From an optimization exercise on the open Yosys and OpenROAD flow, aimed at small area; shortcuts taken in it are not production practice.
The RTL was checked by simulation tests, not by an equivalence proof against the original design.

== job 101 ==
==> flow/design.v <==
package ethFramePkg;
   localparam logic [7:0] PREAMBLE_BYTE = 8'h55;
   localparam logic [7:0] SFD_BYTE = 8'hD5;
   localparam logic [47:0] BOARD_MAC = 48'h0080_55ec_0078;
   localparam logic [15:0] ETHERTYPE_IPV4 = 16'h0800;
   localparam logic [7:0] IP_PROTO_UDP = 8'h11;
   localparam logic [31:0] BOARD_IP = {8'd192, 8'd168, 8'd46, 8'd120};
   localparam logic [15:0] CMD_PORT = 16'd2007;
   localparam int FRAME_IDX_W = 7;
   localparam logic [FRAME_IDX_W-1:0] OFS_ETHERTYPE = 7'd12;
   localparam logic [FRAME_IDX_W-1:0] OFS_PROTO = 7'd23;
   localparam logic [FRAME_IDX_W-1:0] OFS_DST_IP = 7'd30;
   localparam logic [FRAME_IDX_W-1:0] OFS_DST_PORT = 7'd36;
   localparam logic [FRAME_IDX_W-1:0] OFS_CMD = 7'd42;
   localparam logic [31:0] CRC_INIT = 32'hFFFF_FFFF;
   localparam logic [31:0] CRC_POLY = 32'h04C1_1DB7;
   localparam logic [31:0] CRC_RESIDUE = 32'hC704_DD7B;
   localparam int CRC_BYTES = 4;
endpackage
package regCmdPkg;
   localparam logic [6:0] REG_COUNT = 7'd64;
   localparam int REG_IDX_W = 6;
   localparam int ADDR_W = 36;
   localparam int DATA_W = 64;
   localparam int DATA_BYTES = DATA_W / 8;
   localparam logic [7:0] MAX_READ_WORDS = 8'd8;
   localparam int REPLY_DEPTH = 16;
   localparam int REPLY_PTR_W = $clog2(REPLY_DEPTH);
   localparam int REPLY_CREDITS = 4;
   localparam int CREDIT_W = $clog2(REPLY_CREDITS + 1);
   localparam int CMD_HDR_BYTES = 10;
   localparam int FLAG_WRITE = 0;
   typedef logic [ADDR_W-1:0] regAddrT;
   typedef logic [DATA_W-1:0] regDataT;
   typedef union packed {
      logic [CMD_HDR_BYTES-1:0][7:0] byteView;
      struct packed {
         logic [8*CMD_HDR_BYTES-ADDR_W-17:0] unused;
         regAddrT addr;
         logic [7:0] count;
         logic [7:0] flags;
      } fieldView;
   } cmdHeaderU;
endpackage
import ethFramePkg::*;
import regCmdPkg::*;
module rtfCmdRx
(
   input  logic       PHY_RXCLK,
   input  logic       rst,
   input  logic [7:0] PHY_RXD,
   input  logic       PHY_RXCTL_RXDV,
   input  logic       PHY_RXER,
   input  logic       replyCredit,
   output logic       replyValid,
   output logic [ADDR_W-1:0]    replyAddr,
   output logic [DATA_W-1:0]    replyData
);
   localparam int QN = REPLY_DEPTH;
   logic inBody;
   logic prev55;
   logic [6:0] idx;           
   logic [31:0] crcReg;
   logic matchOk;
   logic errFlag;
   logic isWrite;
   logic countOk;
   logic [3:0] cnt;
   logic [ADDR_W-1:0] addr;   
   logic [DATA_W-1:0] dataWord;
   logic rxByte;
   logic sfd;
   logic frameEnd;
   logic lenOk;
   logic cmdOk;
   function automatic logic [31:0] crcNext(input logic [31:0] crc, input logic [7:0] data);
      logic [31:0] c;
      c = crc;
      for (int i = 0; i < 8; i++)
      begin
         if (c[31] ^ data[i])
            c = {c[30:0], 1'b0} ^ CRC_POLY;
         else
            c = {c[30:0], 1'b0};
      end
      crcNext = c;
   endfunction
   function automatic logic [8:0] expAt(input logic [6:0] i);
      case (i)
         7'd0:  expAt = {1'b1, BOARD_MAC[47:40]};
         7'd1:  expAt = {1'b1, BOARD_MAC[39:32]};
         7'd2:  expAt = {1'b1, BOARD_MAC[31:24]};
         7'd3:  expAt = {1'b1, BOARD_MAC[23:16]};
         7'd4:  expAt = {1'b1, BOARD_MAC[15:8]};
         7'd5:  expAt = {1'b1, BOARD_MAC[7:0]};
         7'd12: expAt = {1'b1, ETHERTYPE_IPV4[15:8]};
         7'd13: expAt = {1'b1, ETHERTYPE_IPV4[7:0]};
         7'd23: expAt = {1'b1, IP_PROTO_UDP};
         7'd30: expAt = {1'b1, BOARD_IP[31:24]};
         7'd31: expAt = {1'b1, BOARD_IP[23:16]};
         7'd32: expAt = {1'b1, BOARD_IP[15:8]};
         7'd33: expAt = {1'b1, BOARD_IP[7:0]};
         7'd36: expAt = {1'b1, CMD_PORT[15:8]};
         7'd37: expAt = {1'b1, CMD_PORT[7:0]};
         default: expAt = 9'h000;
      endcase
   endfunction
   logic [8:0] expB;
   assign expB = expAt(idx);
   assign rxByte = inBody && PHY_RXCTL_RXDV;
   assign sfd = !inBody && prev55 && PHY_RXCTL_RXDV && PHY_RXD == SFD_BYTE;
   assign frameEnd = inBody && !PHY_RXCTL_RXDV;
   assign lenOk = idx[6] || (!isWrite && idx[5:3] == 3'b111);
   assign cmdOk = frameEnd && matchOk && !errFlag && countOk && lenOk &&
      crcReg == CRC_RESIDUE;
   always_ff @(posedge PHY_RXCLK)
   begin
      if (rst)
      begin
         inBody <= 1'b0;
         prev55 <= 1'b0;
      end
      else
      begin
         if (inBody)
            inBody <= PHY_RXCTL_RXDV;
         else if (sfd)
            inBody <= 1'b1;
         prev55 <= !inBody && !sfd && PHY_RXCTL_RXDV && PHY_RXD == PREAMBLE_BYTE;
      end
   end
   always_ff @(posedge PHY_RXCLK)
   begin
      if (sfd)
      begin
         idx <= '0;
         crcReg <= CRC_INIT;
         matchOk <= 1'b1;
         errFlag <= PHY_RXER;
      end
      else if (rxByte)
      begin
         if (!idx[6])
            idx <= idx + 1'b1;
         crcReg <= crcNext(crcReg, PHY_RXD);
         errFlag <= errFlag | PHY_RXER;
         if (expB[8] && PHY_RXD != expB[7:0])
            matchOk <= 1'b0;
      end
   end
   always_ff @(posedge PHY_RXCLK)
   begin
      if (rxByte && idx == 7'd42)
         isWrite <= PHY_RXD[FLAG_WRITE];
      if (rxByte && idx == 7'd43)
      begin
         cnt <= PHY_RXD[3:0];
         countOk <= isWrite ? PHY_RXD == 8'd1 :
            PHY_RXD != 8'd0 && PHY_RXD <= MAX_READ_WORDS;
      end
      if (rxByte && idx >= 7'd52 && idx <= 7'd59)
         dataWord <= {PHY_RXD, dataWord[DATA_W-1:8]};
   end
   logic [5:0] p;             
   logic sweep;               
   logic wpend;
   logic [5:0] waddr;
   logic anyPending;
   logic land0;
   logic land32;
   logic zeroIn;
   assign zeroIn = rst || sweep;
   assign land0 = wpend && !zeroIn && !anyPending && waddr == p;
   assign land32 = wpend && !zeroIn && !anyPending &&
      waddr[4:0] == p[4:0] && waddr[5] != p[5];
   always_ff @(posedge PHY_RXCLK)
   begin
      if (rst)
      begin
         p <= '0;
         sweep <= 1'b1;
         wpend <= 1'b0;
      end
      else
      begin
         p <= p + 1'b1;
         if (p == 6'd31)
            sweep <= 1'b0;
         if (cmdOk && isWrite && addr[ADDR_W-1:REG_IDX_W] == '0)
         begin
            wpend <= 1'b1;
            waddr <= addr[REG_IDX_W-1:0];
         end
         else if (land0 || land32)
            wpend <= 1'b0;
      end
   end
   logic [64*DATA_W-1:0] ring;
   logic [DATA_W-1:0] ring0;
   logic [DATA_W-1:0] ring32;
   assign ring0 = ring[0 +: DATA_W];
   assign ring32 = ring[32*DATA_W +: DATA_W];
   always_ff @(posedge PHY_RXCLK)
   begin
      ring <= {ring0, ring[64*DATA_W-1:DATA_W]};
      ring[63*DATA_W +: DATA_W] <= zeroIn ? '0 : land0 ? dataWord : ring0;
      ring[31*DATA_W +: DATA_W] <= zeroIn ? '0 : land32 ? dataWord : ring32;
   end
   logic busy;
   logic [3:0] left;
   logic curIn;
   logic push;
   logic [REPLY_PTR_W:0] wrPtr;
   logic [REPLY_PTR_W:0] rdPtr;
   logic [QN*DATA_W-1:0] qPay;
   logic [QN*REG_IDX_W-1:0] qLo;
   logic [QN-1:0] qOor;
   logic [QN-1:0] qPend;
   logic [REG_IDX_W-1:0] lo0;
   logic [REG_IDX_W-1:0] want;
   logic [REG_IDX_W-1:0] tapOfs;
   logic tapHit;
   logic [DATA_W-1:0] tapData;
   logic [CREDIT_W-1:0] credits;
   logic deliver;
   assign lo0 = qLo[0 +: REG_IDX_W];
   assign curIn = addr[ADDR_W-1:REG_IDX_W] == '0;
   assign push = busy && p[REPLY_PTR_W-1:0] == wrPtr[REPLY_PTR_W-1:0] &&
      (wrPtr[REPLY_PTR_W] == rdPtr[REPLY_PTR_W] || wrPtr[REPLY_PTR_W-1:0] != rdPtr[REPLY_PTR_W-1:0]) &&
      !(curIn && wpend);
   assign want = push ? addr[REG_IDX_W-1:0] : lo0;
   assign tapOfs = want - p;
   assign tapHit = tapOfs[5:4] == 2'b00;
   assign tapData = ring[{tapOfs[3:0], 6'b0} +: DATA_W];
   assign anyPending = |qPend;
   always_ff @(posedge PHY_RXCLK)
   begin
      if (rst)
      begin
         busy <= 1'b0;
         wrPtr <= '0;
      end
      else
      begin
         if (cmdOk && !isWrite)
         begin
            busy <= 1'b1;
            left <= cnt;
         end
         else if (push)
         begin
            left <= left - 1'b1;
            if (left == 4'd1)
               busy <= 1'b0;
         end
         if (push)
            wrPtr <= wrPtr + 1'b1;
      end
   end
   always_ff @(posedge PHY_RXCLK)
   begin
      if (rxByte && idx >= 7'd44 && idx <= 7'd48)
      begin
         case (idx[2:0])
            3'd4: addr[7:0] <= PHY_RXD;
            3'd5: addr[15:8] <= PHY_RXD;
            3'd6: addr[23:16] <= PHY_RXD;
            3'd7: addr[31:24] <= PHY_RXD;
            default: addr[35:32] <= PHY_RXD[3:0];
         endcase
      end
      else if (push)
         addr <= addr + 1'b1;
   end
   always_ff @(posedge PHY_RXCLK)
   begin
      qPay <= {qPay[0 +: DATA_W], qPay[QN*DATA_W-1:DATA_W]};
      qLo <= {lo0, qLo[QN*REG_IDX_W-1:REG_IDX_W]};
      qOor <= {qOor[0], qOor[QN-1:1]};
      qPend <= {qPend[0] && !zeroIn, qPend[QN-1:1]};
      if (push)
      begin
         qLo[(QN-1)*REG_IDX_W +: REG_IDX_W] <= addr[REG_IDX_W-1:0];
         qOor[QN-1] <= !curIn;
         qPend[QN-1] <= curIn && !tapHit && !zeroIn;
         qPay[(QN-1)*DATA_W +: DATA_W] <= curIn ? tapData : DATA_W'(addr[ADDR_W-1:REG_IDX_W]);
      end
      else if (qPend[0] && tapHit)
      begin
         qPend[QN-1] <= 1'b0;
         qPay[(QN-1)*DATA_W +: DATA_W] <= tapData;
      end
   end
   assign deliver = wrPtr != rdPtr && rdPtr[REPLY_PTR_W-1:0] == p[REPLY_PTR_W-1:0] &&
      !qPend[0] && credits != '0;
   always_ff @(posedge PHY_RXCLK)
   begin
      if (rst)
      begin
         rdPtr <= '0;
         credits <= CREDIT_W'(REPLY_CREDITS);
      end
      else
      begin
         if (deliver)
            rdPtr <= rdPtr + 1'b1;
         credits <= credits + CREDIT_W'(replyCredit) - CREDIT_W'(deliver);
      end
   end
   assign replyValid = deliver;
   assign replyAddr = {qOor[0] ? qPay[0 +: ADDR_W-REG_IDX_W] : '0, lo0};
   assign replyData = qOor[0] ? '0 : qPay[0 +: DATA_W];
endmodule
Settings: LEC_CHECK=0, CAP_MARGIN=20, CORE_MARGIN=2, CORE_UTILIZATION=45, CTS_CLUSTER_DIAMETER=80, CTS_CLUSTER_SIZE=30, PLACE_DENSITY=0.6, SLEW_MARGIN=20; clock period 8.0 ns.
run.sh (not shown) runs the stock make flow with config.mk's settings and CLKGATE_MAP_FILE= SYNTH_SCRIPT=/design/flow/synth_recipe.tcl, a recipe that flattens the netlist after the stock synthesis.
The following lists how job 104 was set up differently from job 101:
-- flow/design.v --
<<< job 101, line 67
   logic countOk;
   logic [3:0] cnt;
   logic [ADDR_W-1:0] addr;   
   logic [DATA_W-1:0] dataWord;
   logic rxByte;
   logic sfd;
>>> job 104, line 67
   logic countOk;
   logic [3:0] cnt;
   logic [DATA_W-1:0] cmdWord;
   logic [ADDR_W-1:0] addr;
   logic [DATA_W-1:0] dataWord;
   logic whiNz;               
   logic rxByte;
   logic sfd;
<<< job 101, line 159
            PHY_RXD != 8'd0 && PHY_RXD <= MAX_READ_WORDS;
      end
      if (rxByte && idx >= 7'd52 && idx <= 7'd59)
         dataWord <= {PHY_RXD, dataWord[DATA_W-1:8]};
   end
   logic [5:0] p;             
>>> job 104, line 161
            PHY_RXD != 8'd0 && PHY_RXD <= MAX_READ_WORDS;
      end
   end
   logic [5:0] p;             
<<< job 101, line 187
         if (p == 6'd31)
            sweep <= 1'b0;
         if (cmdOk && isWrite && addr[ADDR_W-1:REG_IDX_W] == '0)
         begin
            wpend <= 1'b1;
            waddr <= addr[REG_IDX_W-1:0];
         end
         else if (land0 || land32)
            wpend <= 1'b0;
>>> job 104, line 187
         if (p == 6'd31)
            sweep <= 1'b0;
         if (cmdOk && isWrite && !whiNz)
            wpend <= 1'b1;
         else if (land0 || land32)
            wpend <= 1'b0;
<<< job 101, line 201
   assign ring0 = ring[0 +: DATA_W];
   assign ring32 = ring[32*DATA_W +: DATA_W];
   always_ff @(posedge PHY_RXCLK)
   begin
      ring <= {ring0, ring[64*DATA_W-1:DATA_W]};
      ring[63*DATA_W +: DATA_W] <= zeroIn ? '0 : land0 ? dataWord : ring0;
      ring[31*DATA_W +: DATA_W] <= zeroIn ? '0 : land32 ? dataWord : ring32;
   end
   logic busy;
>>> job 104, line 198
   assign ring0 = ring[0 +: DATA_W];
   assign ring32 = ring[32*DATA_W +: DATA_W];
   logic take0, keep0, take32, keep32;
   assign take0 = land0;
   assign keep0 = !land0 && !zeroIn;
   assign take32 = land32;
   assign keep32 = !land32 && !zeroIn;
   always_ff @(posedge PHY_RXCLK)
   begin
      ring <= {ring0, ring[64*DATA_W-1:DATA_W]};
      ring[63*DATA_W +: DATA_W] <= ({DATA_W{take0}} & dataWord) | ({DATA_W{keep0}} & ring0);
      ring[31*DATA_W +: DATA_W] <= ({DATA_W{take32}} & dataWord) | ({DATA_W{keep32}} & ring32);
   end
   logic busy;
<<< job 101, line 258
      end
   end
   always_ff @(posedge PHY_RXCLK)
   begin
      if (rxByte && idx >= 7'd44 && idx <= 7'd48)
      begin
         case (idx[2:0])
            3'd4: addr[7:0] <= PHY_RXD;
            3'd5: addr[15:8] <= PHY_RXD;
            3'd6: addr[23:16] <= PHY_RXD;
            3'd7: addr[31:24] <= PHY_RXD;
            default: addr[35:32] <= PHY_RXD[3:0];
         endcase
      end
      else if (push)
         addr <= addr + 1'b1;
   end
   always_ff @(posedge PHY_RXCLK)
>>> job 104, line 260
      end
   end
   assign addr = cmdWord[59:24];
   assign dataWord = cmdWord;
   always_ff @(posedge PHY_RXCLK)
   begin
      if (rxByte && ((idx >= 7'd44 && idx <= 7'd48) || (isWrite && idx >= 7'd52 && idx <= 7'd59)))
         cmdWord <= {PHY_RXD, cmdWord[DATA_W-1:8]};
      else if (push)
         cmdWord[59:24] <= addr + 1'b1;
   end
   always_ff @(posedge PHY_RXCLK)
   begin
      if (rxByte && isWrite && idx >= 7'd44 && idx <= 7'd48)
      begin
         case (idx[2:0])
            3'd4:
            begin
               waddr <= PHY_RXD[REG_IDX_W-1:0];
               whiNz <= PHY_RXD[7:6] != 2'b00;
            end
            3'd0: whiNz <= whiNz || PHY_RXD[3:0] != 4'h0;
            default: whiNz <= whiNz || PHY_RXD != 8'h00;
         endcase
      end
   end
   always_ff @(posedge PHY_RXCLK)
<<< job 101, line 310
   assign replyValid = deliver;
   assign replyAddr = {qOor[0] ? qPay[0 +: ADDR_W-REG_IDX_W] : '0, lo0};
   assign replyData = qOor[0] ? '0 : qPay[0 +: DATA_W];
endmodule
>>> job 104, line 321
   assign replyValid = deliver;
   assign replyAddr = {qOor[0] ? qPay[0 +: ADDR_W-REG_IDX_W] : '0, lo0};
   assign replyData = {qPay[ADDR_W-REG_IDX_W +: DATA_W-ADDR_W+REG_IDX_W],
      qOor[0] ? '0 : qPay[0 +: ADDR_W-REG_IDX_W]};
endmodule
## What came out
Looking at wire length of the first global-routing pass, job 104 sits about 4% above job 101. Of job 104 and job 101, the lower synthesized area divided by synthesized cell count belongs to job 104. NOTE: fraction of the cycle the final worst path needs in job 104 exceeds that of job 101. Compared with job 101, job 104 shows a lower cell row count. Taking job 101 as the reference point, the DRC marker count from the first detailed-route iteration of job 104 rises by about 14%. In job 104, net count after synthesis is higher than in job 101. Job 104: setup slack lower than job 101. The met3 global-route usage was comparable across job 104 and job 101. On die area, job 101 loses to job 104. Taking job 101 as the reference, in job 104 worst setup slack before clock tree synthesis moved down, shortest period the worst path allows grew by 0.45 ns.

-- separate check: timing with driven ports --
No port has a modelled driver above. Below, the same layouts with a new extraction and two added sets of constraints.
Step 1 (the two cells are an assumption about what drives the block):
set clk [get_ports {PHY_RXCLK}]
set_driving_cell -lib_cell sky130_fd_sc_hd__clkbuf_16 $clk
set_driving_cell -lib_cell sky130_fd_sc_hd__buf_2 [delete_from_list [all_inputs] $clk]
Step 2, shift: input delay + t, output delay - t, t = (earliest + latest rising clock arrival at the registers) / 2. This alone moves slack from input paths to output paths.
Three values: no drivers, after step 1, after step 2; two values: the first two.
run	t (ns)	setup WS [ns]	hold slack, ns	worst setup path after step 2	pins driven straight from the clock port
job 101	0.955	2.090 / 2.090 / 2.090	0.274 / 0.274 / 0.274	register to register	1
job 104	0.974	1.644 / 1.644 / 1.644	0.288 / 0.288 / 0.288	register to register	1
After both steps every run listed still meets setup and hold.
